This is an optimization exercise on Yosys and OpenROAD, whose aim is small area, a short achievable clock period and few clock cycles, not a production implementation.
Only simulation tests tie the RTL to the original design; equivalence was not proved.

File: design.v
module neuron_pe #(
    parameter int N     = 6,
    parameter int BITS  = 16,
    parameter int FRAC  = 8
) (
    input  logic                  clk,
    input  logic                  rst_n,
    input  logic                  load_w,
    input  logic                  start,
    input  logic                  bp,
    input  logic [1:0]            act_sel,
    input  logic [N*BITS-1:0]     x,
    input  logic [N*BITS-1:0]     w,
    input  logic [BITS-1:0]       b,
    input  logic [BITS-1:0]       dz_in,
    input  logic [BITS-1:0]       w_in,
    input  logic [BITS-1:0]       lr,
    output logic                  busy,
    output logic                  done,
    output logic [BITS-1:0]       y,
    output logic [(N+1)*BITS-1:0] w_out
);
    typedef logic signed [15:0] word_t;
    function automatic word_t sadd(input word_t a, input word_t c);
        logic signed [16:0] s;
        s = {a[15], a} + {c[15], c};
        if (s[16] != s[15])
            sadd = {s[16], {15{~s[16]}}};
        else
            sadd = s[15:0];
    endfunction
    function automatic word_t act_gate(input logic [1:0] a, input logic neg,
                                       input word_t v);
        act_gate = v;
        if (neg && (a != 2'b00)) begin
            if (a == 2'b10)
                act_gate = v >>> 3;
            else
                act_gate = '0;
        end
    endfunction
    function automatic word_t mux1h7(input logic [6:0] s, input word_t d0,
                                     input word_t d1, input word_t d2,
                                     input word_t d3, input word_t d4,
                                     input word_t d5, input word_t d6);
        mux1h7 = ({16{s[0]}} & d0) | ({16{s[1]}} & d1) | ({16{s[2]}} & d2) |
                 ({16{s[3]}} & d3) | ({16{s[4]}} & d4) | ({16{s[5]}} & d5) |
                 ({16{s[6]}} & d6);
    endfunction
    logic         mode;        
    logic [4:0]   cnt;
    logic         zneg;
    logic [1:0]   act_r;
    word_t        store [0:6];
    word_t        xr    [0:5];
    word_t        lr_r;
    word_t        D;
    word_t        P;
    logic [23:0]  r0, r1;      
    logic         c8;
    logic [5:0]   sa_x;        
    logic         sa_p;        
    logic         sa_l;        
    logic [5:0]   sb_w;        
    logic         sb_d;        
    logic         sb_p;        
    logic [6:0]   su;          
    logic         s_d;         
    logic         f0;          
    logic         f_acc;       
    logic         f_fin;       
    logic         b_g;         
    logic         b_t;         
    wire idle = ~busy;
    word_t opa, opb, prod, s_in1, sum;
    logic [23:0] n_r0, n_r1;
    logic        n_c8;
    always_comb begin
        opa = mux1h7({sa_l, sa_x}, xr[0], xr[1], xr[2], xr[3], xr[4], xr[5], lr_r)
            | ({16{sa_p}} & P);
        opb = mux1h7({sb_d, sb_w}, store[1], store[2], store[3], store[4],
                     store[5], store[6], D)
            | ({16{sb_p}} & P);
        s_in1 = mux1h7(su, store[0], store[1], store[2], store[3], store[4],
                       store[5], store[6])
              | ({16{s_d}} & D);
        sum = sadd(s_in1, prod);
    end
    np_pmul_s1 u_s1 (.a(opa), .b(opb), .r0(n_r0), .r1(n_r1), .c8(n_c8));
    np_pmul_s2 u_s2 (.r0(r0), .r1(r1), .c8(c8), .y(prod));
    logic       n_busy, n_mode, n_f, n_b;
    logic [4:0] n_cnt;
    always_comb begin
        if (idle) begin
            n_cnt  = '0;
            n_busy = start & ~load_w;
            n_mode = bp;
        end else begin
            n_cnt  = cnt + 5'd1;
            n_busy = ~done;
            n_mode = mode;
        end
        n_f = n_busy & ~n_mode;
        n_b = n_busy & n_mode;
    end
    logic [5:0] nb_x;
    logic       nb_ap, nb_al, nb_bd, nb_bp, nb_g, nb_t;
    logic [6:0] nb_u;
    always_comb begin
        nb_x  = '0;
        nb_ap = 1'b0; nb_al = 1'b0; nb_bd = 1'b0; nb_bp = 1'b0;
        nb_g  = 1'b0; nb_t  = 1'b0; nb_u  = '0;
        case (n_cnt)
            5'd0:  begin nb_ap = 1'b1; nb_bd = 1'b1; end
            5'd1:  begin nb_g = 1'b1; end
            5'd2:  begin nb_al = 1'b1; nb_bd = 1'b1; end
            5'd3:  begin nb_x[0] = 1'b1; nb_bd = 1'b1; nb_u[0] = 1'b1; end
            5'd4:  begin nb_x[1] = 1'b1; nb_bd = 1'b1; nb_t = 1'b1; end
            5'd5:  begin nb_al = 1'b1; nb_bp = 1'b1; nb_t = 1'b1; end
            5'd6:  begin nb_al = 1'b1; nb_bp = 1'b1; nb_u[1] = 1'b1; end
            5'd7:  begin nb_x[2] = 1'b1; nb_bd = 1'b1; nb_u[2] = 1'b1; end
            5'd8:  begin nb_x[3] = 1'b1; nb_bd = 1'b1; nb_t = 1'b1; end
            5'd9:  begin nb_al = 1'b1; nb_bp = 1'b1; nb_t = 1'b1; end
            5'd10: begin nb_al = 1'b1; nb_bp = 1'b1; nb_u[3] = 1'b1; end
            5'd11: begin nb_x[4] = 1'b1; nb_bd = 1'b1; nb_u[4] = 1'b1; end
            5'd12: begin nb_x[5] = 1'b1; nb_bd = 1'b1; nb_t = 1'b1; end
            5'd13: begin nb_al = 1'b1; nb_bp = 1'b1; nb_t = 1'b1; end
            5'd14: begin nb_al = 1'b1; nb_bp = 1'b1; nb_u[5] = 1'b1; end
            5'd15: begin nb_u[6] = 1'b1; end
            default: ;
        endcase
    end
    always_ff @(posedge clk or negedge rst_n) begin
        if (!rst_n) begin
            su    <= '0;
            f_fin <= 1'b0;
        end else begin
            su    <= n_b ? nb_u : 7'd0;
            f_fin <= n_f && n_cnt == 5'd6;
        end
    end
    always_ff @(posedge clk) begin
        for (int i = 0; i < 6; i++) begin
            sa_x[i] <= (n_f && n_cnt == 5'(i)) || (n_b && nb_x[i]);
            sb_w[i] <= n_f && n_cnt == 5'(i);
        end
        sa_p  <= n_b && nb_ap;
        sa_l  <= n_b && nb_al;
        sb_d  <= n_b && nb_bd;
        sb_p  <= n_b && nb_bp;
        s_d   <= n_f;
        f0    <= n_f && n_cnt == 5'd0;
        f_acc <= n_f && n_cnt >= 5'd1 && n_cnt <= 5'd5;
        b_g   <= n_b && nb_g;
        b_t   <= n_b && nb_t;
    end
    always_ff @(posedge clk) begin
        r0 <= n_r0;
        r1 <= n_r1;
        c8 <= n_c8;
        if (idle) begin
            for (int i = 0; i < 6; i++)
                xr[i] <= x[i*16 +: 16];
            lr_r  <= lr;
            act_r <= act_sel;
            D     <= dz_in;
            P     <= w_in;
        end else begin
            if (f0)
                D <= store[0];
            else if (f_acc)
                D <= sum;
            else if (b_g)
                D <= act_gate(act_r, zneg, prod);
            if (b_t)
                P <= prod;
        end
    end
    always_ff @(posedge clk or negedge rst_n) begin
        if (!rst_n) begin
            busy <= 1'b0;
            done <= 1'b0;
            mode <= 1'b0;
            cnt  <= '0;
            zneg <= 1'b0;
            y    <= '0;
            for (int k = 0; k < 7; k++)
                store[k] <= '0;
        end else begin
            busy <= n_busy;
            mode <= n_mode;
            cnt  <= n_cnt;
            done <= f_fin || (busy && mode && cnt == 5'd15);
            if (f_fin) begin
                y    <= act_gate(act_r, sum[15], sum);
                zneg <= sum[15];
            end
            if (idle && load_w) begin
                store[0] <= b;
                for (int i = 0; i < 6; i++)
                    store[i + 1] <= w[i*16 +: 16];
            end
            for (int k = 0; k < 7; k++)
                if (su[k])
                    store[k] <= sum;
        end
    end
    generate
        for (genvar k = 0; k <= 6; k++) begin : g_wout
            assign w_out[k*16 +: 16] = store[k];
        end
    endgenerate
endmodule
module np_pmul_s1 (
    input  logic [15:0] a,
    input  logic [15:0] b,
    output logic [23:0] r0,
    output logic [23:0] r1,
    output logic c8
);
    logic [16:0] bx;
    assign bx = {b, 1'b0};
    logic one0, two0, neg0;
    assign one0 = bx[1] ^ bx[0];
    assign two0 = (bx[2] & ~bx[1] & ~bx[0]) | (~bx[2] & bx[1] & bx[0]);
    assign neg0 = bx[2];
    logic [16:0] pp0;
    assign pp0[0] = ((one0 & a[0]) | (two0 & 1'b0)) ^ neg0;
    assign pp0[1] = ((one0 & a[1]) | (two0 & a[0])) ^ neg0;
    assign pp0[2] = ((one0 & a[2]) | (two0 & a[1])) ^ neg0;
    assign pp0[3] = ((one0 & a[3]) | (two0 & a[2])) ^ neg0;
    assign pp0[4] = ((one0 & a[4]) | (two0 & a[3])) ^ neg0;
    assign pp0[5] = ((one0 & a[5]) | (two0 & a[4])) ^ neg0;
    assign pp0[6] = ((one0 & a[6]) | (two0 & a[5])) ^ neg0;
    assign pp0[7] = ((one0 & a[7]) | (two0 & a[6])) ^ neg0;
    assign pp0[8] = ((one0 & a[8]) | (two0 & a[7])) ^ neg0;
    assign pp0[9] = ((one0 & a[9]) | (two0 & a[8])) ^ neg0;
    assign pp0[10] = ((one0 & a[10]) | (two0 & a[9])) ^ neg0;
    assign pp0[11] = ((one0 & a[11]) | (two0 & a[10])) ^ neg0;
    assign pp0[12] = ((one0 & a[12]) | (two0 & a[11])) ^ neg0;
    assign pp0[13] = ((one0 & a[13]) | (two0 & a[12])) ^ neg0;
    assign pp0[14] = ((one0 & a[14]) | (two0 & a[13])) ^ neg0;
    assign pp0[15] = ((one0 & a[15]) | (two0 & a[14])) ^ neg0;
    assign pp0[16] = ((one0 & a[15]) | (two0 & a[15])) ^ neg0;
    logic one1, two1, neg1;
    assign one1 = bx[3] ^ bx[2];
    assign two1 = (bx[4] & ~bx[3] & ~bx[2]) | (~bx[4] & bx[3] & bx[2]);
    assign neg1 = bx[4];
    logic [16:0] pp1;
    assign pp1[0] = ((one1 & a[0]) | (two1 & 1'b0)) ^ neg1;
    assign pp1[1] = ((one1 & a[1]) | (two1 & a[0])) ^ neg1;
    assign pp1[2] = ((one1 & a[2]) | (two1 & a[1])) ^ neg1;
    assign pp1[3] = ((one1 & a[3]) | (two1 & a[2])) ^ neg1;
    assign pp1[4] = ((one1 & a[4]) | (two1 & a[3])) ^ neg1;
    assign pp1[5] = ((one1 & a[5]) | (two1 & a[4])) ^ neg1;
    assign pp1[6] = ((one1 & a[6]) | (two1 & a[5])) ^ neg1;
    assign pp1[7] = ((one1 & a[7]) | (two1 & a[6])) ^ neg1;
    assign pp1[8] = ((one1 & a[8]) | (two1 & a[7])) ^ neg1;
    assign pp1[9] = ((one1 & a[9]) | (two1 & a[8])) ^ neg1;
    assign pp1[10] = ((one1 & a[10]) | (two1 & a[9])) ^ neg1;
    assign pp1[11] = ((one1 & a[11]) | (two1 & a[10])) ^ neg1;
    assign pp1[12] = ((one1 & a[12]) | (two1 & a[11])) ^ neg1;
    assign pp1[13] = ((one1 & a[13]) | (two1 & a[12])) ^ neg1;
    assign pp1[14] = ((one1 & a[14]) | (two1 & a[13])) ^ neg1;
    assign pp1[15] = ((one1 & a[15]) | (two1 & a[14])) ^ neg1;
    assign pp1[16] = ((one1 & a[15]) | (two1 & a[15])) ^ neg1;
    logic one2, two2, neg2;
    assign one2 = bx[5] ^ bx[4];
    assign two2 = (bx[6] & ~bx[5] & ~bx[4]) | (~bx[6] & bx[5] & bx[4]);
    assign neg2 = bx[6];
    logic [16:0] pp2;
    assign pp2[0] = ((one2 & a[0]) | (two2 & 1'b0)) ^ neg2;
    assign pp2[1] = ((one2 & a[1]) | (two2 & a[0])) ^ neg2;
    assign pp2[2] = ((one2 & a[2]) | (two2 & a[1])) ^ neg2;
    assign pp2[3] = ((one2 & a[3]) | (two2 & a[2])) ^ neg2;
    assign pp2[4] = ((one2 & a[4]) | (two2 & a[3])) ^ neg2;
    assign pp2[5] = ((one2 & a[5]) | (two2 & a[4])) ^ neg2;
    assign pp2[6] = ((one2 & a[6]) | (two2 & a[5])) ^ neg2;
    assign pp2[7] = ((one2 & a[7]) | (two2 & a[6])) ^ neg2;
    assign pp2[8] = ((one2 & a[8]) | (two2 & a[7])) ^ neg2;
    assign pp2[9] = ((one2 & a[9]) | (two2 & a[8])) ^ neg2;
    assign pp2[10] = ((one2 & a[10]) | (two2 & a[9])) ^ neg2;
    assign pp2[11] = ((one2 & a[11]) | (two2 & a[10])) ^ neg2;
    assign pp2[12] = ((one2 & a[12]) | (two2 & a[11])) ^ neg2;
    assign pp2[13] = ((one2 & a[13]) | (two2 & a[12])) ^ neg2;
    assign pp2[14] = ((one2 & a[14]) | (two2 & a[13])) ^ neg2;
    assign pp2[15] = ((one2 & a[15]) | (two2 & a[14])) ^ neg2;
    assign pp2[16] = ((one2 & a[15]) | (two2 & a[15])) ^ neg2;
    logic one3, two3, neg3;
    assign one3 = bx[7] ^ bx[6];
    assign two3 = (bx[8] & ~bx[7] & ~bx[6]) | (~bx[8] & bx[7] & bx[6]);
    assign neg3 = bx[8];
    logic [16:0] pp3;
    assign pp3[0] = ((one3 & a[0]) | (two3 & 1'b0)) ^ neg3;
    assign pp3[1] = ((one3 & a[1]) | (two3 & a[0])) ^ neg3;
    assign pp3[2] = ((one3 & a[2]) | (two3 & a[1])) ^ neg3;
    assign pp3[3] = ((one3 & a[3]) | (two3 & a[2])) ^ neg3;
    assign pp3[4] = ((one3 & a[4]) | (two3 & a[3])) ^ neg3;
    assign pp3[5] = ((one3 & a[5]) | (two3 & a[4])) ^ neg3;
    assign pp3[6] = ((one3 & a[6]) | (two3 & a[5])) ^ neg3;
    assign pp3[7] = ((one3 & a[7]) | (two3 & a[6])) ^ neg3;
    assign pp3[8] = ((one3 & a[8]) | (two3 & a[7])) ^ neg3;
    assign pp3[9] = ((one3 & a[9]) | (two3 & a[8])) ^ neg3;
    assign pp3[10] = ((one3 & a[10]) | (two3 & a[9])) ^ neg3;
    assign pp3[11] = ((one3 & a[11]) | (two3 & a[10])) ^ neg3;
    assign pp3[12] = ((one3 & a[12]) | (two3 & a[11])) ^ neg3;
    assign pp3[13] = ((one3 & a[13]) | (two3 & a[12])) ^ neg3;
    assign pp3[14] = ((one3 & a[14]) | (two3 & a[13])) ^ neg3;
    assign pp3[15] = ((one3 & a[15]) | (two3 & a[14])) ^ neg3;
    assign pp3[16] = ((one3 & a[15]) | (two3 & a[15])) ^ neg3;
    logic one4, two4, neg4;
    assign one4 = bx[9] ^ bx[8];
    assign two4 = (bx[10] & ~bx[9] & ~bx[8]) | (~bx[10] & bx[9] & bx[8]);
    assign neg4 = bx[10];
    logic [16:0] pp4;
    assign pp4[0] = ((one4 & a[0]) | (two4 & 1'b0)) ^ neg4;
    assign pp4[1] = ((one4 & a[1]) | (two4 & a[0])) ^ neg4;
    assign pp4[2] = ((one4 & a[2]) | (two4 & a[1])) ^ neg4;
    assign pp4[3] = ((one4 & a[3]) | (two4 & a[2])) ^ neg4;
    assign pp4[4] = ((one4 & a[4]) | (two4 & a[3])) ^ neg4;
    assign pp4[5] = ((one4 & a[5]) | (two4 & a[4])) ^ neg4;
    assign pp4[6] = ((one4 & a[6]) | (two4 & a[5])) ^ neg4;
    assign pp4[7] = ((one4 & a[7]) | (two4 & a[6])) ^ neg4;
    assign pp4[8] = ((one4 & a[8]) | (two4 & a[7])) ^ neg4;
    assign pp4[9] = ((one4 & a[9]) | (two4 & a[8])) ^ neg4;
    assign pp4[10] = ((one4 & a[10]) | (two4 & a[9])) ^ neg4;
    assign pp4[11] = ((one4 & a[11]) | (two4 & a[10])) ^ neg4;
    assign pp4[12] = ((one4 & a[12]) | (two4 & a[11])) ^ neg4;
    assign pp4[13] = ((one4 & a[13]) | (two4 & a[12])) ^ neg4;
    assign pp4[14] = ((one4 & a[14]) | (two4 & a[13])) ^ neg4;
    assign pp4[15] = ((one4 & a[15]) | (two4 & a[14])) ^ neg4;
    assign pp4[16] = ((one4 & a[15]) | (two4 & a[15])) ^ neg4;
    logic one5, two5, neg5;
    assign one5 = bx[11] ^ bx[10];
    assign two5 = (bx[12] & ~bx[11] & ~bx[10]) | (~bx[12] & bx[11] & bx[10]);
    assign neg5 = bx[12];
    logic [16:0] pp5;
    assign pp5[0] = ((one5 & a[0]) | (two5 & 1'b0)) ^ neg5;
    assign pp5[1] = ((one5 & a[1]) | (two5 & a[0])) ^ neg5;
    assign pp5[2] = ((one5 & a[2]) | (two5 & a[1])) ^ neg5;
    assign pp5[3] = ((one5 & a[3]) | (two5 & a[2])) ^ neg5;
    assign pp5[4] = ((one5 & a[4]) | (two5 & a[3])) ^ neg5;
    assign pp5[5] = ((one5 & a[5]) | (two5 & a[4])) ^ neg5;
    assign pp5[6] = ((one5 & a[6]) | (two5 & a[5])) ^ neg5;
    assign pp5[7] = ((one5 & a[7]) | (two5 & a[6])) ^ neg5;
    assign pp5[8] = ((one5 & a[8]) | (two5 & a[7])) ^ neg5;
    assign pp5[9] = ((one5 & a[9]) | (two5 & a[8])) ^ neg5;
    assign pp5[10] = ((one5 & a[10]) | (two5 & a[9])) ^ neg5;
    assign pp5[11] = ((one5 & a[11]) | (two5 & a[10])) ^ neg5;
    assign pp5[12] = ((one5 & a[12]) | (two5 & a[11])) ^ neg5;
    assign pp5[13] = ((one5 & a[13]) | (two5 & a[12])) ^ neg5;
    assign pp5[14] = ((one5 & a[14]) | (two5 & a[13])) ^ neg5;
    assign pp5[15] = ((one5 & a[15]) | (two5 & a[14])) ^ neg5;
    assign pp5[16] = ((one5 & a[15]) | (two5 & a[15])) ^ neg5;
    logic one6, two6, neg6;
    assign one6 = bx[13] ^ bx[12];
    assign two6 = (bx[14] & ~bx[13] & ~bx[12]) | (~bx[14] & bx[13] & bx[12]);
    assign neg6 = bx[14];
    logic [16:0] pp6;
    assign pp6[0] = ((one6 & a[0]) | (two6 & 1'b0)) ^ neg6;
    assign pp6[1] = ((one6 & a[1]) | (two6 & a[0])) ^ neg6;
    assign pp6[2] = ((one6 & a[2]) | (two6 & a[1])) ^ neg6;
    assign pp6[3] = ((one6 & a[3]) | (two6 & a[2])) ^ neg6;
    assign pp6[4] = ((one6 & a[4]) | (two6 & a[3])) ^ neg6;
    assign pp6[5] = ((one6 & a[5]) | (two6 & a[4])) ^ neg6;
    assign pp6[6] = ((one6 & a[6]) | (two6 & a[5])) ^ neg6;
    assign pp6[7] = ((one6 & a[7]) | (two6 & a[6])) ^ neg6;
    assign pp6[8] = ((one6 & a[8]) | (two6 & a[7])) ^ neg6;
    assign pp6[9] = ((one6 & a[9]) | (two6 & a[8])) ^ neg6;
    assign pp6[10] = ((one6 & a[10]) | (two6 & a[9])) ^ neg6;
    assign pp6[11] = ((one6 & a[11]) | (two6 & a[10])) ^ neg6;
    assign pp6[12] = ((one6 & a[12]) | (two6 & a[11])) ^ neg6;
    assign pp6[13] = ((one6 & a[13]) | (two6 & a[12])) ^ neg6;
    assign pp6[14] = ((one6 & a[14]) | (two6 & a[13])) ^ neg6;
    assign pp6[15] = ((one6 & a[15]) | (two6 & a[14])) ^ neg6;
    assign pp6[16] = ((one6 & a[15]) | (two6 & a[15])) ^ neg6;
    logic one7, two7, neg7;
    assign one7 = bx[15] ^ bx[14];
    assign two7 = (bx[16] & ~bx[15] & ~bx[14]) | (~bx[16] & bx[15] & bx[14]);
    assign neg7 = bx[16];
    logic [16:0] pp7;
    assign pp7[0] = ((one7 & a[0]) | (two7 & 1'b0)) ^ neg7;
    assign pp7[1] = ((one7 & a[1]) | (two7 & a[0])) ^ neg7;
    assign pp7[2] = ((one7 & a[2]) | (two7 & a[1])) ^ neg7;
    assign pp7[3] = ((one7 & a[3]) | (two7 & a[2])) ^ neg7;
    assign pp7[4] = ((one7 & a[4]) | (two7 & a[3])) ^ neg7;
    assign pp7[5] = ((one7 & a[5]) | (two7 & a[4])) ^ neg7;
    assign pp7[6] = ((one7 & a[6]) | (two7 & a[5])) ^ neg7;
    assign pp7[7] = ((one7 & a[7]) | (two7 & a[6])) ^ neg7;
    assign pp7[8] = ((one7 & a[8]) | (two7 & a[7])) ^ neg7;
    assign pp7[9] = ((one7 & a[9]) | (two7 & a[8])) ^ neg7;
    assign pp7[10] = ((one7 & a[10]) | (two7 & a[9])) ^ neg7;
    assign pp7[11] = ((one7 & a[11]) | (two7 & a[10])) ^ neg7;
    assign pp7[12] = ((one7 & a[12]) | (two7 & a[11])) ^ neg7;
    assign pp7[13] = ((one7 & a[13]) | (two7 & a[12])) ^ neg7;
    assign pp7[14] = ((one7 & a[14]) | (two7 & a[13])) ^ neg7;
    assign pp7[15] = ((one7 & a[15]) | (two7 & a[14])) ^ neg7;
    assign pp7[16] = ((one7 & a[15]) | (two7 & a[15])) ^ neg7;
    logic t1;
    logic t2;
    assign t1 = pp0[10] ^ pp1[8];
    assign t2 = pp0[10] & pp1[8];
    logic t3;
    logic t4;
    assign t3 = pp0[11] ^ pp1[9];
    assign t4 = pp0[11] & pp1[9];
    logic t5;
    logic t6;
    assign t5 = pp0[12] ^ pp1[10] ^ pp2[8];
    assign t6 = (pp0[12] & pp1[10]) | (pp0[12] & pp2[8]) | (pp1[10] & pp2[8]);
    logic t7;
    logic t8;
    assign t7 = pp3[6] ^ pp4[4];
    assign t8 = pp3[6] & pp4[4];
    logic t9;
    logic t10;
    assign t9 = pp0[13] ^ pp1[11] ^ pp2[9];
    assign t10 = (pp0[13] & pp1[11]) | (pp0[13] & pp2[9]) | (pp1[11] & pp2[9]);
    logic t11;
    logic t12;
    assign t11 = pp3[7] ^ pp4[5];
    assign t12 = pp3[7] & pp4[5];
    logic t13;
    logic t14;
    assign t13 = pp0[14] ^ pp1[12] ^ pp2[10];
    assign t14 = (pp0[14] & pp1[12]) | (pp0[14] & pp2[10]) | (pp1[12] & pp2[10]);
    logic t15;
    logic t16;
    assign t15 = pp3[8] ^ pp4[6] ^ pp5[4];
    assign t16 = (pp3[8] & pp4[6]) | (pp3[8] & pp5[4]) | (pp4[6] & pp5[4]);
    logic t17;
    logic t18;
    assign t17 = pp6[2] ^ pp7[0];
    assign t18 = pp6[2] & pp7[0];
    logic t19;
    logic t20;
    assign t19 = pp0[15] ^ pp1[13] ^ pp2[11];
    assign t20 = (pp0[15] & pp1[13]) | (pp0[15] & pp2[11]) | (pp1[13] & pp2[11]);
    logic t21;
    logic t22;
    assign t21 = pp3[9] ^ pp4[7] ^ pp5[5];
    assign t22 = (pp3[9] & pp4[7]) | (pp3[9] & pp5[5]) | (pp4[7] & pp5[5]);
    logic t23;
    logic t24;
    assign t23 = pp6[3] ^ pp7[1];
    assign t24 = pp6[3] & pp7[1];
    logic t25;
    logic t26;
    assign t25 = ~pp0[16] ^ pp1[14] ^ pp2[12];
    assign t26 = (~pp0[16] & pp1[14]) | (~pp0[16] & pp2[12]) | (pp1[14] & pp2[12]);
    logic t27;
    logic t28;
    assign t27 = pp3[10] ^ pp4[8] ^ pp5[6];
    assign t28 = (pp3[10] & pp4[8]) | (pp3[10] & pp5[6]) | (pp4[8] & pp5[6]);
    logic t29;
    logic t30;
    assign t29 = pp6[4] ^ pp7[2] ^ 1'b1;
    assign t30 = (pp6[4] & pp7[2]) | (pp6[4] & 1'b1) | (pp7[2] & 1'b1);
    logic t31;
    logic t32;
    assign t31 = pp1[15] ^ pp2[13] ^ pp3[11];
    assign t32 = (pp1[15] & pp2[13]) | (pp1[15] & pp3[11]) | (pp2[13] & pp3[11]);
    logic t33;
    logic t34;
    assign t33 = pp4[9] ^ pp5[7] ^ pp6[5];
    assign t34 = (pp4[9] & pp5[7]) | (pp4[9] & pp6[5]) | (pp5[7] & pp6[5]);
    logic t35;
    logic t36;
    assign t35 = pp7[3] ^ 1'b1;
    assign t36 = pp7[3] & 1'b1;
    logic t37;
    logic t38;
    assign t37 = ~pp1[16] ^ pp2[14] ^ pp3[12];
    assign t38 = (~pp1[16] & pp2[14]) | (~pp1[16] & pp3[12]) | (pp2[14] & pp3[12]);
    logic t39;
    logic t40;
    assign t39 = pp4[10] ^ pp5[8] ^ pp6[6];
    assign t40 = (pp4[10] & pp5[8]) | (pp4[10] & pp6[6]) | (pp5[8] & pp6[6]);
    logic t41;
    logic t42;
    assign t41 = pp2[15] ^ pp3[13] ^ pp4[11];
    assign t42 = (pp2[15] & pp3[13]) | (pp2[15] & pp4[11]) | (pp3[13] & pp4[11]);
    logic t43;
    logic t44;
    assign t43 = pp5[9] ^ pp6[7];
    assign t44 = pp5[9] & pp6[7];
    logic t45;
    logic t46;
    assign t45 = ~pp2[16] ^ pp3[14] ^ pp4[12];
    assign t46 = (~pp2[16] & pp3[14]) | (~pp2[16] & pp4[12]) | (pp3[14] & pp4[12]);
    logic t47;
    logic t48;
    assign t47 = pp3[15] ^ pp4[13];
    assign t48 = pp3[15] & pp4[13];
    logic t49;
    logic t50;
    assign t49 = pp0[6] ^ pp1[4];
    assign t50 = pp0[6] & pp1[4];
    logic t51;
    logic t52;
    assign t51 = pp0[7] ^ pp1[5];
    assign t52 = pp0[7] & pp1[5];
    logic t53;
    logic t54;
    assign t53 = pp0[8] ^ pp1[6] ^ pp2[4];
    assign t54 = (pp0[8] & pp1[6]) | (pp0[8] & pp2[4]) | (pp1[6] & pp2[4]);
    logic t55;
    logic t56;
    assign t55 = pp3[2] ^ pp4[0];
    assign t56 = pp3[2] & pp4[0];
    logic t57;
    logic t58;
    assign t57 = pp0[9] ^ pp1[7] ^ pp2[5];
    assign t58 = (pp0[9] & pp1[7]) | (pp0[9] & pp2[5]) | (pp1[7] & pp2[5]);
    logic t59;
    logic t60;
    assign t59 = pp3[3] ^ pp4[1];
    assign t60 = pp3[3] & pp4[1];
    logic t61;
    logic t62;
    assign t61 = t1 ^ pp2[6] ^ pp3[4];
    assign t62 = (t1 & pp2[6]) | (t1 & pp3[4]) | (pp2[6] & pp3[4]);
    logic t63;
    logic t64;
    assign t63 = pp4[2] ^ pp5[0] ^ neg5;
    assign t64 = (pp4[2] & pp5[0]) | (pp4[2] & neg5) | (pp5[0] & neg5);
    logic t65;
    logic t66;
    assign t65 = t2 ^ t3 ^ pp2[7];
    assign t66 = (t2 & t3) | (t2 & pp2[7]) | (t3 & pp2[7]);
    logic t67;
    logic t68;
    assign t67 = pp3[5] ^ pp4[3] ^ pp5[1];
    assign t68 = (pp3[5] & pp4[3]) | (pp3[5] & pp5[1]) | (pp4[3] & pp5[1]);
    logic t69;
    logic t70;
    assign t69 = t4 ^ t5 ^ t7;
    assign t70 = (t4 & t5) | (t4 & t7) | (t5 & t7);
    logic t71;
    logic t72;
    assign t71 = pp5[2] ^ pp6[0] ^ neg6;
    assign t72 = (pp5[2] & pp6[0]) | (pp5[2] & neg6) | (pp6[0] & neg6);
    logic t73;
    logic t74;
    assign t73 = t6 ^ t8 ^ t9;
    assign t74 = (t6 & t8) | (t6 & t9) | (t8 & t9);
    logic t75;
    logic t76;
    assign t75 = t11 ^ pp5[3] ^ pp6[1];
    assign t76 = (t11 & pp5[3]) | (t11 & pp6[1]) | (pp5[3] & pp6[1]);
    logic t77;
    logic t78;
    assign t77 = t10 ^ t12 ^ t13;
    assign t78 = (t10 & t12) | (t10 & t13) | (t12 & t13);
    logic t79;
    logic t80;
    assign t79 = t15 ^ t17 ^ neg7;
    assign t80 = (t15 & t17) | (t15 & neg7) | (t17 & neg7);
    logic t81;
    logic t82;
    assign t81 = t14 ^ t16 ^ t18;
    assign t82 = (t14 & t16) | (t14 & t18) | (t16 & t18);
    logic t83;
    logic t84;
    assign t83 = t19 ^ t21 ^ t23;
    assign t84 = (t19 & t21) | (t19 & t23) | (t21 & t23);
    logic t85;
    logic t86;
    assign t85 = t20 ^ t22 ^ t24;
    assign t86 = (t20 & t22) | (t20 & t24) | (t22 & t24);
    logic t87;
    logic t88;
    assign t87 = t25 ^ t27 ^ t29;
    assign t88 = (t25 & t27) | (t25 & t29) | (t27 & t29);
    logic t89;
    logic t90;
    assign t89 = t26 ^ t28 ^ t30;
    assign t90 = (t26 & t28) | (t26 & t30) | (t28 & t30);
    logic t91;
    logic t92;
    assign t91 = t31 ^ t33 ^ t35;
    assign t92 = (t31 & t33) | (t31 & t35) | (t33 & t35);
    logic t93;
    logic t94;
    assign t93 = t32 ^ t34 ^ t36;
    assign t94 = (t32 & t34) | (t32 & t36) | (t34 & t36);
    logic t95;
    logic t96;
    assign t95 = t37 ^ t39 ^ pp7[4];
    assign t96 = (t37 & t39) | (t37 & pp7[4]) | (t39 & pp7[4]);
    logic t97;
    logic t98;
    assign t97 = t38 ^ t40 ^ t41;
    assign t98 = (t38 & t40) | (t38 & t41) | (t40 & t41);
    logic t99;
    logic t100;
    assign t99 = t43 ^ pp7[5] ^ 1'b1;
    assign t100 = (t43 & pp7[5]) | (t43 & 1'b1) | (pp7[5] & 1'b1);
    logic t101;
    logic t102;
    assign t101 = t42 ^ t44 ^ t45;
    assign t102 = (t42 & t44) | (t42 & t45) | (t44 & t45);
    logic t103;
    logic t104;
    assign t103 = pp5[10] ^ pp6[8] ^ pp7[6];
    assign t104 = (pp5[10] & pp6[8]) | (pp5[10] & pp7[6]) | (pp6[8] & pp7[6]);
    logic t105;
    logic t106;
    assign t105 = t46 ^ t47 ^ pp5[11];
    assign t106 = (t46 & t47) | (t46 & pp5[11]) | (t47 & pp5[11]);
    logic t107;
    logic t108;
    assign t107 = pp6[9] ^ pp7[7] ^ 1'b1;
    assign t108 = (pp6[9] & pp7[7]) | (pp6[9] & 1'b1) | (pp7[7] & 1'b1);
    logic t109;
    logic t110;
    assign t109 = t48 ^ ~pp3[16] ^ pp4[14];
    assign t110 = (t48 & ~pp3[16]) | (t48 & pp4[14]) | (~pp3[16] & pp4[14]);
    logic t111;
    logic t112;
    assign t111 = pp5[12] ^ pp6[10] ^ pp7[8];
    assign t112 = (pp5[12] & pp6[10]) | (pp5[12] & pp7[8]) | (pp6[10] & pp7[8]);
    logic t113;
    logic t114;
    assign t113 = pp4[15] ^ pp5[13] ^ pp6[11];
    assign t114 = (pp4[15] & pp5[13]) | (pp4[15] & pp6[11]) | (pp5[13] & pp6[11]);
    logic t115;
    logic t116;
    assign t115 = pp7[9] ^ 1'b1;
    assign t116 = pp7[9] & 1'b1;
    logic t117;
    logic t118;
    assign t117 = ~pp4[16] ^ pp5[14] ^ pp6[12];
    assign t118 = (~pp4[16] & pp5[14]) | (~pp4[16] & pp6[12]) | (pp5[14] & pp6[12]);
    logic t119;
    logic t120;
    assign t119 = pp5[15] ^ pp6[13];
    assign t120 = pp5[15] & pp6[13];
    logic t121;
    logic t122;
    assign t121 = pp0[4] ^ pp1[2];
    assign t122 = pp0[4] & pp1[2];
    logic t123;
    logic t124;
    assign t123 = pp0[5] ^ pp1[3];
    assign t124 = pp0[5] & pp1[3];
    logic t125;
    logic t126;
    assign t125 = t49 ^ pp2[2] ^ pp3[0];
    assign t126 = (t49 & pp2[2]) | (t49 & pp3[0]) | (pp2[2] & pp3[0]);
    logic t127;
    logic t128;
    assign t127 = t50 ^ t51 ^ pp2[3];
    assign t128 = (t50 & t51) | (t50 & pp2[3]) | (t51 & pp2[3]);
    logic t129;
    logic t130;
    assign t129 = t52 ^ t53 ^ t55;
    assign t130 = (t52 & t53) | (t52 & t55) | (t53 & t55);
    logic t131;
    logic t132;
    assign t131 = t54 ^ t56 ^ t57;
    assign t132 = (t54 & t56) | (t54 & t57) | (t56 & t57);
    logic t133;
    logic t134;
    assign t133 = t58 ^ t60 ^ t61;
    assign t134 = (t58 & t60) | (t58 & t61) | (t60 & t61);
    logic t135;
    logic t136;
    assign t135 = t62 ^ t64 ^ t65;
    assign t136 = (t62 & t64) | (t62 & t65) | (t64 & t65);
    logic t137;
    logic t138;
    assign t137 = t66 ^ t68 ^ t69;
    assign t138 = (t66 & t68) | (t66 & t69) | (t68 & t69);
    logic t139;
    logic t140;
    assign t139 = t70 ^ t72 ^ t73;
    assign t140 = (t70 & t72) | (t70 & t73) | (t72 & t73);
    logic t141;
    logic t142;
    assign t141 = t74 ^ t76 ^ t77;
    assign t142 = (t74 & t76) | (t74 & t77) | (t76 & t77);
    logic t143;
    logic t144;
    assign t143 = t78 ^ t80 ^ t81;
    assign t144 = (t78 & t80) | (t78 & t81) | (t80 & t81);
    logic t145;
    logic t146;
    assign t145 = t82 ^ t84 ^ t85;
    assign t146 = (t82 & t84) | (t82 & t85) | (t84 & t85);
    logic t147;
    logic t148;
    assign t147 = t86 ^ t88 ^ t89;
    assign t148 = (t86 & t88) | (t86 & t89) | (t88 & t89);
    logic t149;
    logic t150;
    assign t149 = t90 ^ t92 ^ t93;
    assign t150 = (t90 & t92) | (t90 & t93) | (t92 & t93);
    logic t151;
    logic t152;
    assign t151 = t94 ^ t96 ^ t97;
    assign t152 = (t94 & t96) | (t94 & t97) | (t96 & t97);
    logic t153;
    logic t154;
    assign t153 = t98 ^ t100 ^ t101;
    assign t154 = (t98 & t100) | (t98 & t101) | (t100 & t101);
    logic t155;
    logic t156;
    assign t155 = t102 ^ t104 ^ t105;
    assign t156 = (t102 & t104) | (t102 & t105) | (t104 & t105);
    logic t157;
    logic t158;
    assign t157 = t106 ^ t108 ^ t109;
    assign t158 = (t106 & t108) | (t106 & t109) | (t108 & t109);
    logic t159;
    logic t160;
    assign t159 = t110 ^ t112 ^ t113;
    assign t160 = (t110 & t112) | (t110 & t113) | (t112 & t113);
    logic t161;
    logic t162;
    assign t161 = t114 ^ t116 ^ t117;
    assign t162 = (t114 & t116) | (t114 & t117) | (t116 & t117);
    logic t163;
    logic t164;
    assign t163 = t118 ^ t119 ^ pp7[11];
    assign t164 = (t118 & t119) | (t118 & pp7[11]) | (t119 & pp7[11]);
    logic t165;
    logic t166;
    assign t165 = t120 ^ ~pp5[16] ^ pp6[14];
    assign t166 = (t120 & ~pp5[16]) | (t120 & pp6[14]) | (~pp5[16] & pp6[14]);
    logic t167;
    logic t168;
    assign t167 = pp6[15] ^ pp7[13];
    assign t168 = pp6[15] & pp7[13];
    logic t169;
    logic t170;
    assign t169 = pp0[2] ^ pp1[0];
    assign t170 = pp0[2] & pp1[0];
    logic t171;
    logic t172;
    assign t171 = pp0[3] ^ pp1[1];
    assign t172 = pp0[3] & pp1[1];
    logic t173;
    logic t174;
    assign t173 = t121 ^ pp2[0] ^ neg2;
    assign t174 = (t121 & pp2[0]) | (t121 & neg2) | (pp2[0] & neg2);
    logic t175;
    logic t176;
    assign t175 = t122 ^ t123 ^ pp2[1];
    assign t176 = (t122 & t123) | (t122 & pp2[1]) | (t123 & pp2[1]);
    logic t177;
    logic t178;
    assign t177 = t124 ^ t125 ^ neg3;
    assign t178 = (t124 & t125) | (t124 & neg3) | (t125 & neg3);
    logic t179;
    logic t180;
    assign t179 = t126 ^ t127 ^ pp3[1];
    assign t180 = (t126 & t127) | (t126 & pp3[1]) | (t127 & pp3[1]);
    logic t181;
    logic t182;
    assign t181 = t128 ^ t129 ^ neg4;
    assign t182 = (t128 & t129) | (t128 & neg4) | (t129 & neg4);
    logic t183;
    logic t184;
    assign t183 = t130 ^ t131 ^ t59;
    assign t184 = (t130 & t131) | (t130 & t59) | (t131 & t59);
    logic t185;
    logic t186;
    assign t185 = t132 ^ t133 ^ t63;
    assign t186 = (t132 & t133) | (t132 & t63) | (t133 & t63);
    logic t187;
    logic t188;
    assign t187 = t134 ^ t135 ^ t67;
    assign t188 = (t134 & t135) | (t134 & t67) | (t135 & t67);
    logic t189;
    logic t190;
    assign t189 = t136 ^ t137 ^ t71;
    assign t190 = (t136 & t137) | (t136 & t71) | (t137 & t71);
    logic t191;
    logic t192;
    assign t191 = t138 ^ t139 ^ t75;
    assign t192 = (t138 & t139) | (t138 & t75) | (t139 & t75);
    logic t193;
    logic t194;
    assign t193 = t140 ^ t141 ^ t79;
    assign t194 = (t140 & t141) | (t140 & t79) | (t141 & t79);
    logic t195;
    logic t196;
    assign t195 = t142 ^ t143 ^ t83;
    assign t196 = (t142 & t143) | (t142 & t83) | (t143 & t83);
    logic t197;
    logic t198;
    assign t197 = t144 ^ t145 ^ t87;
    assign t198 = (t144 & t145) | (t144 & t87) | (t145 & t87);
    logic t199;
    logic t200;
    assign t199 = t146 ^ t147 ^ t91;
    assign t200 = (t146 & t147) | (t146 & t91) | (t147 & t91);
    logic t201;
    logic t202;
    assign t201 = t148 ^ t149 ^ t95;
    assign t202 = (t148 & t149) | (t148 & t95) | (t149 & t95);
    logic t203;
    logic t204;
    assign t203 = t150 ^ t151 ^ t99;
    assign t204 = (t150 & t151) | (t150 & t99) | (t151 & t99);
    logic t205;
    logic t206;
    assign t205 = t152 ^ t153 ^ t103;
    assign t206 = (t152 & t153) | (t152 & t103) | (t153 & t103);
    logic t207;
    logic t208;
    assign t207 = t154 ^ t155 ^ t107;
    assign t208 = (t154 & t155) | (t154 & t107) | (t155 & t107);
    logic t209;
    logic t210;
    assign t209 = t156 ^ t157 ^ t111;
    assign t210 = (t156 & t157) | (t156 & t111) | (t157 & t111);
    logic t211;
    logic t212;
    assign t211 = t158 ^ t159 ^ t115;
    assign t212 = (t158 & t159) | (t158 & t115) | (t159 & t115);
    logic t213;
    logic t214;
    assign t213 = t160 ^ t161 ^ pp7[10];
    assign t214 = (t160 & t161) | (t160 & pp7[10]) | (t161 & pp7[10]);
    logic t215;
    logic t216;
    assign t215 = t162 ^ t163 ^ 1'b1;
    assign t216 = (t162 & t163) | (t162 & 1'b1) | (t163 & 1'b1);
    logic t217;
    logic t218;
    assign t217 = t164 ^ t165 ^ pp7[12];
    assign t218 = (t164 & t165) | (t164 & pp7[12]) | (t165 & pp7[12]);
    logic t219;
    logic t220;
    assign t219 = t166 ^ t167 ^ 1'b1;
    assign t220 = (t166 & t167) | (t166 & 1'b1) | (t167 & 1'b1);
    logic t221;
    logic t222;
    assign t221 = t168 ^ ~pp6[16] ^ pp7[14];
    assign t222 = (t168 & ~pp6[16]) | (t168 & pp7[14]) | (~pp6[16] & pp7[14]);
    logic t223;
    logic t224;
    assign t223 = pp7[15] ^ 1'b1;
    assign t224 = pp7[15] & 1'b1;
    logic [31:0] s0, s1;
    logic [8:0] lo;
    assign s0 = {1'b1, t224, t222, t220, t218, t216, t214, t212, t210, t208, t206, t204, t202, t200, t198, t196, t194, t192, t190, t188, t186, t184, t182, t180, t178, t176, t174, t172, t170, t169, pp0[1], pp0[0]};
    assign s1 = {1'b0, ~pp7[16], t223, t221, t219, t217, t215, t213, t211, t209, t207, t205, t203, t201, t199, t197, t195, t193, t191, t189, t187, t185, t183, t181, t179, t177, t175, t173, t171, neg1, 1'b0, neg0};
    assign lo = {1'b0, s0[7:0]} + {1'b0, s1[7:0]};
    assign r0 = s0[31:8];
    assign r1 = s1[31:8];
    assign c8 = lo[8];
endmodule
module np_pmul_s2 (
    input  logic [23:0] r0,
    input  logic [23:0] r1,
    input  logic        c8,
    output logic [15:0] y
);
    logic [23:0] p;
    assign p = r0 + r1 + {23'd0, c8};
    wire ovf = ~((&p[23:15]) | ~(|p[23:15]));
    assign y = ovf ? {p[23], {15{~p[23]}}} : p[15:0];
endmodule
File: flow/run.sh
#!/bin/bash
# Layout flow: the standard ORFS flow (standard synthesis unchanged), with
# the port buffers that global placement inserts made plain buf_1 cells
# instead of the default delay buffers. Every port still gets its buffer.
set -euo pipefail
export BUFFER_PORTS_ARGS="-buffer_cell sky130_fd_sc_hd__buf_1"
bash standard.sh > standard.log 2>&1
File: standard.sh
#!/bin/bash
# synth_recipe.tcl (not shown) runs the flow's synth.tcl, then flattens the netlist and writes it again
# the make line also repeats each setting of config.mk as NAME=value (left out here)
make -C /OpenROAD-flow-scripts/flow DESIGN_CONFIG=/design/flow/config.mk WORK_HOME=/design/flow/orfs CLKGATE_MAP_FILE= SYNTH_SCRIPT=/design/flow/synth_recipe.tcl "${@:-finish}"
File: config.mk
export PLATFORM = sky130hd
export DESIGN_NAME = neuron_pe
export DESIGN_NICKNAME = neuron_pe
export VERILOG_FILES = /design/flow/design.v
export SDC_FILE = /design/flow/constraint.sdc
export NUM_CORES = 4
export LEC_CHECK = 0
export ABC_AREA = 1
export CAP_MARGIN = 60
export CORE_MARGIN = 2
export CORE_UTILIZATION = 40
export SLEW_MARGIN = 80
File: constraint.sdc
create_clock -name core_clock -period 22.0 [get_ports {clk}]
set_input_delay 4.4000 -clock core_clock [delete_from_list [all_inputs] [get_ports {clk}]]
set_output_delay 4.4000 -clock core_clock [all_outputs]
set_load 0.01 [all_outputs]
==> reports/qor.txt, run 1 <==
Status = finished clean
Final std cells w/o fill = 3979
Post-CTS Setup Bufs = 0
Crit end category = flop
Syn nets = 3202
Final Slew Violations = 0
Ys flop type = edfxtp_1
Netlist cell types = 61
Clock skew = 36.5 ps
Syn Area/Cell = 8.47 µm²
CP Launch Type = primary input
GR Layer Usage met2 = 48.7%
Async S/R FF share, synth = 40.5%
Fmax = 174 MHz
CTS H-Tree Depth = 2
Critical Path AT = 6280 ps
Core area = 57900 µm²
ANT cells = 0
Setup violators final = 0
Post-DP HPWL = 76.2 mm
Vias in the first global route = 22000
Synth warn = 3
Slew HR = 76.9%
CTS sink count = 358
Largest net degree at the start of global routing = 53
Global-route wire length before repair = 142 mm
GRT met3 Usage = 8.13%
CTS max path bufs = 3
GR Util All Layers = 31.7%
DIE AREA = 60800 µm²
Sequential element share of the synthesized area = 39.8%
Number of remaining DRC errors = 0
Initial antenna violation count = 2
I/O pin count = 393
Final ANT Viol Nets = 0
Clk slew on worst S/H paths = 60 ps
Synth top area cells = edfxtp_1, dfrtp_1, nand2_1, fa_1, dfxtp_1
Final Cycle Share = 26.2%
Top post-synthesis cells by count = nand2_1, inv_1, nand3_1, o22ai_1, edfxtp_1
Cell taking the most area after synthesis = edfxtp_1
TritonCTS buffer count = 41
Drt wl/cell = 24.5 µm
Nets = 3604
Global routing's busiest layer = met2
Area fraction of the dominant cell type after synthesis = 18.6%
Gr ovfl total = 0
Final Hold Viols = 0
Initial Util = 40.6%
Minimum clock period = 5760 ps
Final core utilization = 49.9%
Hold_buf cts = 0
Setup TNS = 0 ps
Layout Cell Area excl Fill = 28900 µm²
Chip width = 247 µm
M1 GR Usage = 42.9%
Vias post-DR = 22900
Final GP Congestion = 1.02
FF+latch count, synth = 358
Floorplan row count = 88
# port buffers = 392
Crit path max fanout = 6
Cell Area, Placed = 27300 µm²
Hold Path Class = flop to flop
Cells after synthesis = 2779
Vias per Instance = 5.74
Setup CP Type = primary input to flop
Drt pass-1 iters = 7
Vert. Die Dim = 247 µm
Clock Latency Late Sink = 590 ps
Placed Cells = 3888
Required time worst endpoint = 22520 ps
Initial drt markers = 2422
Count leader, synth = nand2_1
Hold Slack = 504 ps
CTS tree = built
Routed wire length = 97.4 mm
Area of the mapped netlist = 23500 µm²
Layout cells sized above 1 = 13.2%
RSZ-0062 raised after global routing = false
Area delta synth->final = 22.8%
Worst slew pin tran = 347 ps
Post-synth EDFFs = 146
Clk root buf = clkbuf_16
Max Cap Violations = 0
Cells resized by post-CTS repair = 0
[kinds of logic after synthesis]
family                     after synthesis  share of synthesized area, %
buffers and inverters                  493                          8.60
muxes                                    1                        0.0425
xor gates and xnor gates               152                          5.66
and+or+nand+nor                       1110                          20.1
adders and majority gates              160                          11.3
AOI/OAI and AO/OA                      505                          14.6
DFF                                    358                          39.8
[worst paths after layout]
check                                     from                       end  slack, ps  depth (start not counted)
worst max-delay path                    load_w              sb_d$_DFF_P_      16240                         11
worst min-delay path            mode$_DFF_PN0_            done$_DFF_PN0_        500                          2
worst max register to register   r0[0]$_DFF_P_           D[12]$_DFFE_PP_      16340                         30
worst min register to register  mode$_DFF_PN0_            done$_DFF_PN0_        500                          2
max in group asynchronous                rst_n   store[4][7]$_DFFE_PN0P_      17500                          4
min in group asynchronous                rst_n  store[1][11]$_DFFE_PN0P_       3660                          1
[layout make-up]
| type | count | area [µm²] |
|---|---|---|
| clock buffer | 56 | 1130 |
| clock inverter | 20 | 194 |
| fill | 5613 | 29000 |
| inverter | 344 | 1380 |
| multi-input combinational | 1928 | 13200 |
| sequential | 358 | 9450 |
| tap | 765 | 957 |
| timing repair buffer | 508 | 2590 |
[layer usage]
metal,part of all wire (%),up-vias
met5,0.028,-
met4,4.0,4
met3,11,232
met2,44,1343
met1,41,11100
li1,-,10200
[registers in the layout (all words and copies together), names as in the netlist, 2 cells and up]
name   flops
xr        96
r1        23
sa_x       6
cnt        5
P         16
store    112
sb_w       6
su         7
lr_r      16
D         16
y         16
act_r      2
r0        23
[critical path, stage by stage]
cell and delay [ps]:
buf_1 70, inv_1 110, nand3_1 100, o21ai_1 120, inv_1 80, a21oi_1 130
inv_1 150, nor2_2 200, inv_1 130, a221oi_1 230, clkdlybuf4s50_1 550
[cell usage in the layout, fill, tap and decap left out, drive strengths merged, types with 2 or more instances in the layout]
cell	Yosys	layout
dfrtp	145	145
a22o	10	10
clkbuf	84	67
a31oi	19	19
nand3	211	211
clkinv	5	24
xor2	134	134
ha	74	74
buf	65	492
nand2	696	696
o31ai	2	2
a221oi	38	38
o21bai	3	3
and3	2	2
o2111ai	9	9
nor4	9	9
o22ai	169	169
nor2	137	137
o211ai	36	36
nand4	26	26
dfxtp	67	67
nand3b	3	3
nor3	22	22
xnor2	18	18
or2	4	4
a21oi	114	114
edfxtp	146	146
inv	339	339
o221ai	32	32
fa	86	86
o21ai	68	68
clkdlybuf4s50	0	3
[metrics by stage]
step	worst slack [ps]
finish	16240
global route	15940
CTS	16200
detailed placement	15580
global placement	15320
floorplan	16360
Testbench counts, summed over its fixed seeds: cycles 10,392.
==> run 2: changes to the inputs <==
--- a/config.mk
+++ b/config.mk
@@ -11,2 +11,2 @@
 export CORE_UTILIZATION = 40
-export SLEW_MARGIN = 80
+export SLEW_MARGIN = 90
==> reports/qor.txt, run 2 <==
Adder-Cell Fraction of Synth Area = 11.3% (unchanged)
GR Util All Layers = 79.7%
Clk root buf = clkbuf_16
Largest net degree at the start of global routing = 20
CTS H-Tree Depth = 2 (unchanged)
FF+latch count, synth = 358 (unchanged)
Initial Util = 40.6% (unchanged)
Hold_buf cts = 0 (unchanged)
Status = stopped before the end
Vert. Die Dim = 247 µm (unchanged)
Chip width = 247 µm (unchanged)
Post-synthesis simple-gate area fraction = 20.1% (unchanged)
Global-route wire length before repair = 337 mm
Area fraction of the dominant cell type after synthesis = 18.6% (unchanged)
Cell taking the most area after synthesis = edfxtp_1
Failed at = 5_1_grt
CTS max path bufs = 3 (unchanged)
Netlist cell types = 61 (unchanged)
Floorplan row count = 88 (unchanged)
Compound-gate portion of the synthesized area = 14.6% (unchanged)
Ys flop type = edfxtp_1
Async S/R FF share, synth = 40.5% (unchanged)
Main combinational cell family by area after synthesis = simple AND/OR/NAND/NOR gates
Synth top area cells = edfxtp_1, dfrtp_1, nand2_1, fa_1, dfxtp_1
Post-DP HPWL = 139 mm (+82%)
TritonCTS buffer count = 42 (+2.4%)
Cells after synthesis = 2779 (unchanged)
Post-synthesis mux area share = 0.0425% (unchanged)
Run Error = [ERROR GRT-0116] Global routing finished with congestion. Check the congestion regions in the DRC Viewer.
Post-synth EDFFs = 146 (unchanged)
Placed Cells = 5359 (+38%)
Final GP Congestion = 1.02 (unchanged)
Count leader, synth = nand2_1
Sequential element share of the synthesized area = 39.8% (unchanged)
# port buffers = 392 (unchanged)
Gr ovfl total = 27
CTS sink count = 358 (unchanged)
Vias in the first global route = 43200
Area of the mapped netlist = 23500 µm² (unchanged)
Fraction of synthesized cell area in xor and xnor cells = 5.66% (unchanged)
Syn Area/Cell = 8.47 µm² (unchanged)
I/O pin count = 393 (unchanged)
Top post-synthesis cells by count = nand2_1, inv_1, nand3_1, o22ai_1, edfxtp_1
Syn nets = 3202 (unchanged)
Synth warn = 3 (unchanged)
[run 2: kinds of logic after synthesis]
kind of cell    after synthesis
flops                       358
buf+inv                     493
xor+xnor                    152
mux                           1
simple gates               1110
compound gates              505
fa+ha+maj                   160
[run 2: timing repair]
action                                  4_1_cts
resized for setup                            28
endpoints found under the setup margin      145
endpoints found under the hold margin         0
setup buffers                                 5
pin swaps                                    10
[run 2: worst max-delay path by stage]
stage | from | endpoint | slack [ps]
3_3_place_gp | load_w | store[4][9]$_DFFE_PN0P_ | 15320
2_1_floorplan | load_w | store[0][0]$_DFFE_PN0P_ | 16360
3_5_place_dp | su[0]$_DFF_PN0_ | y[1]$_DFFE_PN0P_ | -4780
4_1_cts | su[0]$_DFF_PN0_ | y[1]$_DFFE_PN0P_ | 8
[run 2: layer usage]
layer | GRT overflow | global-route usage [%]
met2 | 9 | 91.8
met3 | 2 | 73.7
met4 | 13 | 76.2
met5 | 1 | 57.4
met1 | 2 | 76.4
[run 2: metrics by stage]
| step | instance area (µm²) | setup TNS (ps) | utilization (%) | setup slack (ps) |
|---|---|---|---|---|
| after floorplan | 23500 | 0 | - | 16360 |
| after global placement | 25500 | 0 | 44.0 | 15320 |
| after detailed placement | 48000 | -602860 | 82.9 | -4780 |
| after CTS | 49300 | 0 | 85.1 | 7.67 |
==> run 3: changes to the inputs <==
==> run.sh (new file) <==
#!/bin/bash
# synth_recipe.tcl (not shown) runs the flow's synth.tcl, then flattens the netlist and writes it again
# the make line also repeats each setting of config.mk as NAME=value (left out here)
make -C /OpenROAD-flow-scripts/flow DESIGN_CONFIG=/design/flow/config.mk WORK_HOME=/design/flow/orfs CLKGATE_MAP_FILE= SYNTH_SCRIPT=/design/flow/synth_recipe.tcl finish
--- a/config.mk
+++ b/config.mk
@@ -8,5 +8,5 @@
 export ABC_AREA = 1
-export CAP_MARGIN = 60
+export CAP_MARGIN = 20
 export CORE_MARGIN = 2
 export CORE_UTILIZATION = 40
-export SLEW_MARGIN = 90
+export SLEW_MARGIN = 20
removed: flow/run.sh
removed: standard.sh
==> reports/qor.txt, run 3 <==
Commonest non-fill, non-tap cell in the layout = nand2_1
Gr ovfl total = 0
DIE AREA = 60800 µm²
Post-DP HPWL = 76.2 mm (-45%)
Floorplan row count = 88 (unchanged)
CTS max path bufs = 3 (unchanged)
Required time worst endpoint = 22430 ps
Number of remaining DRC errors = 0
Layout cells sized above 1 = 6.07%
Clk slew on worst S/H paths = 60 ps
Max Cap Violations = 0
# port buffers = 392 (unchanged)
Post-synth EDFFs = 146 (unchanged)
Synth warn = 3 (unchanged)
Count leader, synth = nand2_1
Status = finished clean
Synth top area cells = edfxtp_1, dfrtp_1, nand2_1, fa_1, dfxtp_1
Final Slew Violations = 0
Initial Util = 40.6% (unchanged)
Worst slew pin tran = 1090 ps
Biggest regs = store x112, xr x96
Flip-flop count of the largest register after layout = 112
I/O pin count = 393 (unchanged)
Largest Register = store
Slew HR = 27.3%
Final ANT Viol Nets = 0
Syn nets = 3202 (unchanged)
TritonCTS buffer count = 42 (unchanged)
Metal-1 WL = 40.1 mm
Minimum clock period = 6610 ps
Cell taking the most area after synthesis = edfxtp_1
Largest net degree at the start of global routing = 95
Clk root buf = clkbuf_16
Netlist cell types = 61 (unchanged)
CTS sink count = 358 (unchanged)
Ys flop type = edfxtp_1
Vert. Die Dim = 247 µm (unchanged)
Area of the mapped netlist = 23500 µm² (unchanged)
Met3 routed WL = 11.0 mm
Global-route wire length before repair = 143 mm
Area delta synth->final = 24.9%
Final Cycle Share = 30.0%
Routed wire length = 98.7 mm
Top post-synthesis cells by count = nand2_1, inv_1, nand3_1, o22ai_1, edfxtp_1
Cells resized by post-CTS repair = 0 (-100%)
Area fraction of the dominant cell type after synthesis = 18.6% (unchanged)
FF+latch count, synth = 358 (unchanged)
CP Launch Type = primary input
Critical Path AT = 7040 ps
Drt wl/cell = 25.3 µm
Clock Latency Late Sink = 590 ps
Sequential element share of the synthesized area = 39.8% (unchanged)
Initial drt markers = 2857
Drt pass-1 iters = 6
Setup CP Type = primary input to flop
Setup violators final = 0
Final GP Congestion = 1.05 (+2.9%)
Footprint of the multi-input gates = 12200 µm²
Final std cells w/o fill = 3897
Core area = 57900 µm²
Nets = 3522
Syn Area/Cell = 8.47 µm² (unchanged)
Chip width = 247 µm (unchanged)
ANT cells = 0
Crit path max fanout = 69
Hold_buf cts = 0 (unchanged)
Metal2 WL = 43.5 mm
Commonest non-fill, non-tap cells in the layout = nand2_1, clkdlybuf4s50_1, inv_1
Final Hold Viols = 0
Initial antenna violation count = 2
Crit end category = flop
Vias per Instance = 5.76
CTS tree = built
Setup TNS = 0 ps
Top sig layer = met5
Async S/R FF share, synth = 40.5% (unchanged)
Cells after synthesis = 2779 (unchanged)
Placed Cells = 3818 (-29%)
Vias post-DR = 22500
Reg area = 9350 µm²
CTS H-Tree Depth = 2 (unchanged)
Vias in the first global route = 22000
RSZ-0062 raised after global routing = false
Post-CTS Setup Bufs = 0 (-5)
Hold Slack = 503 ps
Hold Path Class = flop to flop
GR Util All Layers = 32.1%
Clock skew = 50.0 ps
Fmax = 151 MHz
Fillers = 5575
## run 3: cell counts after synthesis
Identical to the previous run, type by type.
## run 3: worst paths after layout
path | from | endpoint | slack, ps | cells past startpoint
min in group asynchronous | rst_n | store[1][1]$_DFFE_PN0P_ | 3840 | 1
max in group asynchronous | rst_n | store[4][0]$_DFFE_PN0P_ | 16670 | 2
worst min register to register | y[15]$_DFFE_PN0P_ | y[15]$_DFFE_PN0P_ | 500 | 2
worst max register to register | r0[0]$_DFF_P_ | D[6]$_DFFE_PP_ | 15710 | 26
worst min-delay path | y[15]$_DFFE_PN0P_ | y[15]$_DFFE_PN0P_ | 500 | 2
worst max-delay path | load_w | store[2][9]$_DFFE_PN0P_ | 15390 | 8
## run 3: layer usage
layer  up-vias  GRT usage (%)
met3       240           7.70
li1      10000              -
met2      1375           49.1
met1     10800           43.7
met4         4           12.7
met5         -              0
## run 3: layout make-up
cell class	instances	area share, %
clock buffers	57	4.01
clock inverters	20	0.775
multi-input cells	1928	41.5
repair buffers	425	14.2
well taps	765	3.26
inverters	344	4.42
flip-flops and latches	358	31.8
## run 3: critical path, cell delays in order
cell	delay (ps)
clkdlybuf4s50_1	460
inv_1	70
nor2_4	70
buf_4	460
buf_4	670
nor2_1	220
inv_1	420
o221ai_1	180
## run 3: logic make-up after synthesis
family / synth area share (%)
mux: 0.0425
compound gates: 14.6
simple gates: 20.1
buf+inv: 8.60
fa+ha+maj: 11.3
xor+xnor: 5.66
flops: 39.8
## run 3: metrics by stage
stage               area [µm²]  utilization (%)  setup slack (ps)
global placement         28000             48.3             14960
finish                   29400             50.7             15390
global route             29400             50.7             15260
detailed placement       28000             48.3             14910
floorplan                23500                -             16360
CTS                      29400             50.7             15520

[static timing again, ports no longer ideal]
The results above use ideal ports. As a check the final layouts listed here were re-extracted and re-timed, cells and wires unchanged.
Step 1 assumes that a clkbuf_16 drives the clock port and a buf_2 every other input.
Step 2 also shifts input and output timing later by t, the mid clock arrival at the registers, as if the neighbouring blocks saw the same clock.
Three values: ideal ports, drivers, drivers and shift; two values: the first two.
run | shift t [ns] | setup WS [ns] | hold slack, ns
run 1 | 0.639 | 16.244 / 16.196 / 15.638 | 0.504 / 0.504 / 0.504
run 3 | 0.631 | 15.392 / 15.428 / 14.797 | 0.503 / 0.503 / 0.503
After both steps setup and hold are still met in every run listed. The setup slack of run 1, which loses most, moves by -0.048 ns with the drivers and by -0.606 ns with both steps.
